This is an optimization exercise on Yosys and OpenROAD, whose aim is small area, a short achievable clock period and few clock cycles per item, not a production implementation. No activity file was given, so power comes from the tool's default toggle rates.

## run A
==> flow/design.v (excerpt) <==
module image_header_size_parser #(
    parameter int OFFSET_BITS = 20
) (
    input  logic        clk,
    input  logic        rst_n,
    input  logic        in_valid,
    output logic        in_ready,
    input  logic [7:0]  in_data,
    input  logic        in_last,
    output logic        out_valid,
    input  logic        out_ready,
    output logic        out_status,
    output logic [1:0]  out_format,
    output logic [31:0] out_width,
    output logic [31:0] out_height
);
Settings: LEC_CHECK=0, CAP_MARGIN=20, CORE_MARGIN=2, CORE_UTILIZATION=65, SETUP_SLACK_MARGIN=3.3, SLEW_MARGIN=20; clock period 5.5 ns.
standard.sh (not shown) runs the stock make flow with config.mk's settings and CLKGATE_MAP_FILE= SYNTH_SCRIPT=/design/flow/synth_recipe.tcl, a recipe that flattens the netlist after the stock synthesis.
==> flow/flow/run.sh <==
#!/bin/bash
# Standard layout (the standard.sh, unchanged synthesis), with two changes:
# plain buf_1 cells as the port buffers instead of the default delay buffers, and no
# dummy loads in the clock tree.
set -euo pipefail
export BUFFER_PORTS_ARGS="-buffer_cell sky130_fd_sc_hd__buf_1"
export CTS_ARGS="-sink_clustering_enable -repair_clock_nets -dont_use_dummy_load -buf_list sky130_fd_sc_hd__clkbuf_8"
bash standard.sh > standard.log 2>&1
Changes in run B relative to run A:
--- a/flow/design.v
+++ b/flow/design.v
@@ -46,27 +46,27 @@
     logic                   small_reg;
     logic                   load_at_reg;    
     logic                   wait_reg;
     logic                   ff10_reg, sof10_reg, ff11_reg;
     logic                   wff_reg;
     logic                   beyond_reg;     
-    logic                   pos13, win_bad, walk_next, saturated, step;
+    logic                   pos13, win_bad, walk_next, at_max, step;
     assign pos       = pos_reg;
     assign pos_small = small_reg;
     assign pos13     = small_reg && pos_reg == 5'(ihsp_pkg::FIRST_WINDOW_END);
     assign load      = take && load_at_reg && !beyond_reg;
-    assign saturated = !small_reg && (&upper) && (&pos_reg);
+    assign at_max    = !small_reg && upper == 15'h4000 && (&pos_reg);
     assign step      = take && !fin;
     assign seg_len   = {hist[9], hist[8]};
     assign win_bad   = !ff11_reg || sof10_reg;
     assign wff_next  = (load_at_reg && !beyond_reg) ? ff11_reg : wff_reg;
     assign walk_next = (pos13 ? jfif : 1'b1) && !win_bad;
     assign cnt_load  = step && load_at_reg && walk_next;
     assign cnt_dec   = step && !load_at_reg && wait_reg && cnt != 16'd0;
     assign upper_one = step && small_reg && (&pos_reg);
-    assign upper_inc = step && !small_reg && (&pos_reg) && !saturated;
+    assign upper_inc = step && !small_reg && (&pos_reg);
     always_ff @(posedge clk or negedge rst_n)
     begin
         if (!rst_n)
         begin
             pos_reg     <= '0;
             small_reg   <= 1'b1;
@@ -83,17 +83,16 @@
                 load_at_reg <= 1'b0;
                 wait_reg    <= 1'b0;
                 beyond_reg  <= 1'b0;
             end
             else
             begin
-                if (!saturated)
-                    pos_reg <= pos_reg + 5'd1;
+                pos_reg <= pos_reg + 5'd1;
                 if (&pos_reg)
                     small_reg <= 1'b0;
-                if (saturated)
+                if (at_max)
                     beyond_reg <= 1'b1;
                 if (load_at_reg)
                     load_at_reg <= 1'b0;
                 else
                     load_at_reg <= (small_reg && pos_reg == 5'(ihsp_pkg::FIRST_WINDOW_END - 1)) ||
                                    (wait_reg && cnt == 16'd0);
@@ -352,13 +351,14 @@
             if (wr_h[2])
                 height_reg[2] <= in_data;
         end
         else if (upper_one)
             {height_reg[3], height_reg[2]} <= 16'd1;
         else if (upper_inc)
-            {height_reg[3], height_reg[2]} <= height_high + 16'd1;
+            {height_reg[3], height_reg[2]} <= {1'b0, height_high[13:0],
+                                               height_high[14] ^ height_high[13]};
         if (clear_high)
             {width_reg[3], width_reg[2]} <= 16'd0;
         else if (cnt_load)
             {width_reg[3], width_reg[2]} <= seg_len;
         else if (cnt_dec)
             {width_reg[3], width_reg[2]} <= {width_reg[3], width_reg[2]} - 16'd1;
[summary]
Run A → run B: relative area change from synthesis to final layout moved down; fraction of power consumed by combinational cells shows a reduction of 0.3 points.
Worst setup slack after layout, run A and run B, lower one = run B.
Number of placed instances with taps included (run B over run A): decrease, 57
Sort run A and run B by worst hold slack asc -> top: run B
Required time reported for the critical path endpoint was higher in the run labelled run A.
Global-route wire length before repair ends up lower on run B.
Taking run A as the reference point, the cell count of run B falls by about 6%.
Fraction of the cycle the final worst path needs sits higher in run B than in run A.
Run B: routed wire length 9.4% below run A
Run B vs. run A: utilization neither gained nor lost much, die area went down 1.8%.
Run A -> run B: total of plain and repair buffers excluding clock buffers decreased by a few percent
No functional check of the RTL was part of any run of this note.

* * *

Another version of the RTL of image_header_size_parser (not shown whole).
For scale: roughly 810 cells after synthesis, ~160 flip-flops, ~82 I/O pins, about 8000 µm² of cells after synthesis.
==> module ihsp_track, before the edit <==
module ihsp_track #(
    parameter int OFFSET_BITS = 20
) (
    input  logic                   clk,
    input  logic                   rst_n,
    input  logic                   take,       
    input  logic                   fin,        
    input  logic [7:0]             data_byte,
    input  logic                   jfif,       
    output logic [4:0]             pos,        
    output logic                   pos_small,  
    output logic [9:1][7:0]        hist,
    input  logic [OFFSET_BITS-6:0] upper,      
    output logic                   upper_one,  
    output logic                   upper_inc,  
    input  logic [15:0]            cnt,        
    output logic                   cnt_load,   
    output logic                   cnt_dec,    
    output logic [15:0]            seg_len,
    output logic                   load,       
    output logic                   wff_next    
);
    logic [4:0]             pos_reg;
    logic                   small_reg;
    logic                   load_at_reg;    
    logic                   wait_reg;
    logic                   ff10_reg, sof10_reg, ff11_reg;
    logic                   wff_reg;
    logic                   pos13, win_bad, ovf, walk_next, saturated, step;
    logic [OFFSET_BITS-1:0] offset;
    assign pos       = pos_reg;
    assign pos_small = small_reg;
    assign pos13     = small_reg && pos_reg == 5'(ihsp_pkg::FIRST_WINDOW_END);
    assign load      = take && load_at_reg;
    assign offset    = {small_reg ? '0 : upper, pos_reg};
    assign saturated = !small_reg && (&upper) && (&pos_reg);
    assign step      = take && !fin;
    assign seg_len   = {hist[9], hist[8]};
    assign win_bad   = !ff11_reg || sof10_reg;
    assign ovf       = {{(OFFSET_BITS-16){1'b0}}, seg_len} >= ~offset;
    assign wff_next  = load_at_reg ? ff11_reg : wff_reg;
    assign walk_next = (pos13 ? jfif : 1'b1) && !win_bad && !ovf;
    assign cnt_load  = step && load_at_reg && walk_next;
    assign cnt_dec   = step && !load_at_reg && wait_reg && cnt != 16'd0;
    assign upper_one = step && small_reg && (&pos_reg);
    assign upper_inc = step && !small_reg && (&pos_reg) && !saturated;
    always_ff @(posedge clk or negedge rst_n)
    begin
        if (!rst_n)
        begin
            pos_reg     <= '0;
            small_reg   <= 1'b1;
            load_at_reg <= 1'b0;
            wait_reg    <= 1'b0;
        end
        else if (take)
        begin
            if (fin)
            begin
                pos_reg     <= '0;
                small_reg   <= 1'b1;
                load_at_reg <= 1'b0;
                wait_reg    <= 1'b0;
            end
            else
            begin
                if (!saturated)
                    pos_reg <= pos_reg + 5'd1;
                if (&pos_reg)
                    small_reg <= 1'b0;
                if (load_at_reg)
                    load_at_reg <= 1'b0;
                else
                    load_at_reg <= (small_reg && pos_reg == 5'(ihsp_pkg::FIRST_WINDOW_END - 1)) ||
                                   (wait_reg && cnt == 16'd0);
                if (load_at_reg)
                    wait_reg <= walk_next;
            end
        end
    end
    always_ff @(posedge clk)
    begin
        if (take)
        begin
            hist[1]   <= data_byte;
            for (int i = 2; i <= 9; i++)
                hist[i] <= hist[i-1];
            ff10_reg  <= hist[9] == ihsp_pkg::B_FF;
            sof10_reg <= (hist[9][7:2] == 6'b110000) || (hist[9] == 8'hC9) ||
                         (hist[9] == 8'hCA) || (hist[9] == 8'hCB);
            ff11_reg  <= ff10_reg;
        end
        if (load)
            wff_reg <= ff11_reg;
    end
endmodule
==> flow/config.mk <==
export PLATFORM = sky130hd
export DESIGN_NAME = image_header_size_parser
export DESIGN_NICKNAME = image_header_size_parser
export VERILOG_FILES = /design/flow/design.v
export SDC_FILE = /design/flow/constraint.sdc
export NUM_CORES = 4
export LEC_CHECK = 0
export CAP_MARGIN = 20
export CORE_MARGIN = 2
export CORE_UTILIZATION = 65
export SETUP_SLACK_MARGIN = 3.3
export SLEW_MARGIN = 20
==> flow/constraint.sdc <==
create_clock -name core_clock -period 5.5 [get_ports {clk}]
set_input_delay 1.1000 -clock core_clock [delete_from_list [all_inputs] [get_ports {clk}]]
set_output_delay 1.1000 -clock core_clock [all_outputs]
set_load 0.01 [all_outputs]
Scripts as last shown in full above: flow/flow/run.sh
The baseline ran to the end with no violations.
Change:
--- a/flow/design.v
+++ b/flow/design.v
@@ -49,22 +49,34 @@
     logic                   ff10_reg, sof10_reg, ff11_reg;
     logic                   wff_reg;
-    logic                   pos13, win_bad, ovf, walk_next, saturated, step;
-    logic [OFFSET_BITS-1:0] offset;
+    logic                   ovf_reg;        
+    logic                   pos13, win_bad, walk_next, saturated, step;
+    logic                   small_next, ovf_next;
+    logic [4:0]             pos_next;
+    logic [OFFSET_BITS-6:0] upper_next;
     assign pos       = pos_reg;
     assign pos_small = small_reg;
     assign pos13     = small_reg && pos_reg == 5'(ihsp_pkg::FIRST_WINDOW_END);
     assign load      = take && load_at_reg;
-    assign offset    = {small_reg ? '0 : upper, pos_reg};
     assign saturated = !small_reg && (&upper) && (&pos_reg);
     assign step      = take && !fin;
     assign seg_len   = {hist[9], hist[8]};
     assign win_bad   = !ff11_reg || sof10_reg;
-    assign ovf       = {{(OFFSET_BITS-16){1'b0}}, seg_len} >= ~offset;
     assign wff_next  = load_at_reg ? ff11_reg : wff_reg;
-    assign walk_next = (pos13 ? jfif : 1'b1) && !win_bad && !ovf;
+    assign walk_next = (pos13 ? jfif : 1'b1) && !win_bad && !ovf_reg;
     assign cnt_load  = step && load_at_reg && walk_next;
     assign cnt_dec   = step && !load_at_reg && wait_reg && cnt != 16'd0;
     assign upper_one = step && small_reg && (&pos_reg);
     assign upper_inc = step && !small_reg && (&pos_reg) && !saturated;
+    assign small_next = small_reg && !(&pos_reg);
+    assign pos_next   = saturated ? pos_reg : pos_reg + 5'd1;
+    assign upper_next = upper_one ? (OFFSET_BITS-5)'(1) :
+                        upper_inc ? upper + (OFFSET_BITS-5)'(1) : upper;
+    assign ovf_next   = !small_next && (&upper_next[OFFSET_BITS-6:11]) &&
+                        {hist[8], hist[7]} >= ~{upper_next[10:0], pos_next};
+    always_ff @(posedge clk)
+    begin
+        if (step)
+            ovf_reg <= ovf_next;
+    end
     always_ff @(posedge clk or negedge rst_n)
     begin
@@ -87,8 +99,6 @@
             else
             begin
-                if (!saturated)
-                    pos_reg <= pos_reg + 5'd1;
-                if (&pos_reg)
-                    small_reg <= 1'b0;
+                pos_reg   <= pos_next;
+                small_reg <= small_next;
                 if (load_at_reg)
                     load_at_reg <= 1'b0;
- The changed run passed the timing, design-rule and antenna checks
- cell area rose by 12%
- wire length rises by 34%
- combinational power came out lower by 30%
- register-to-register slack gets worse by 670 ps
- clock skew increases by 5.4 ps
Function was not checked in any run of this note: the RTL went through the layout flow alone.

## port drivers added, routing unchanged
In the flow no input, the clock included, has a driving cell. The finished layouts below were timed again as built, in two steps.
Step 1, drivers: a clkbuf_16 drives clk and a buf_2 each remaining input, both assumed.
Step 2 also shifts input and output timing later by t, the mid clock arrival at the registers, as if the neighbouring blocks saw the same clock.
a / b / c = no drivers / after step 1 / after step 2; a / b = the first two.
run	t (ns)	slack for setup (ns)	clock arrival spread, ns	worst slew at a driven data input, ns
run A	0.489	3.061 / 3.077 / 2.588	0.024 / 0.024	0.03
run B	0.463	3.013 / 3.031 / 2.568	0.026 / 0.026	0.05
the first run of note 2	0.486	2.803 / 2.803 / 2.633	0.031 / 0.032	0.05
the second run of note 2	0.531	2.135 / 2.135 / 1.752	0.041 / 0.040	0.05
After both steps setup and hold are still met in every run listed. The setup slack of run A, which loses most, moves by +0.016 ns with the drivers and by -0.473 ns with both steps.
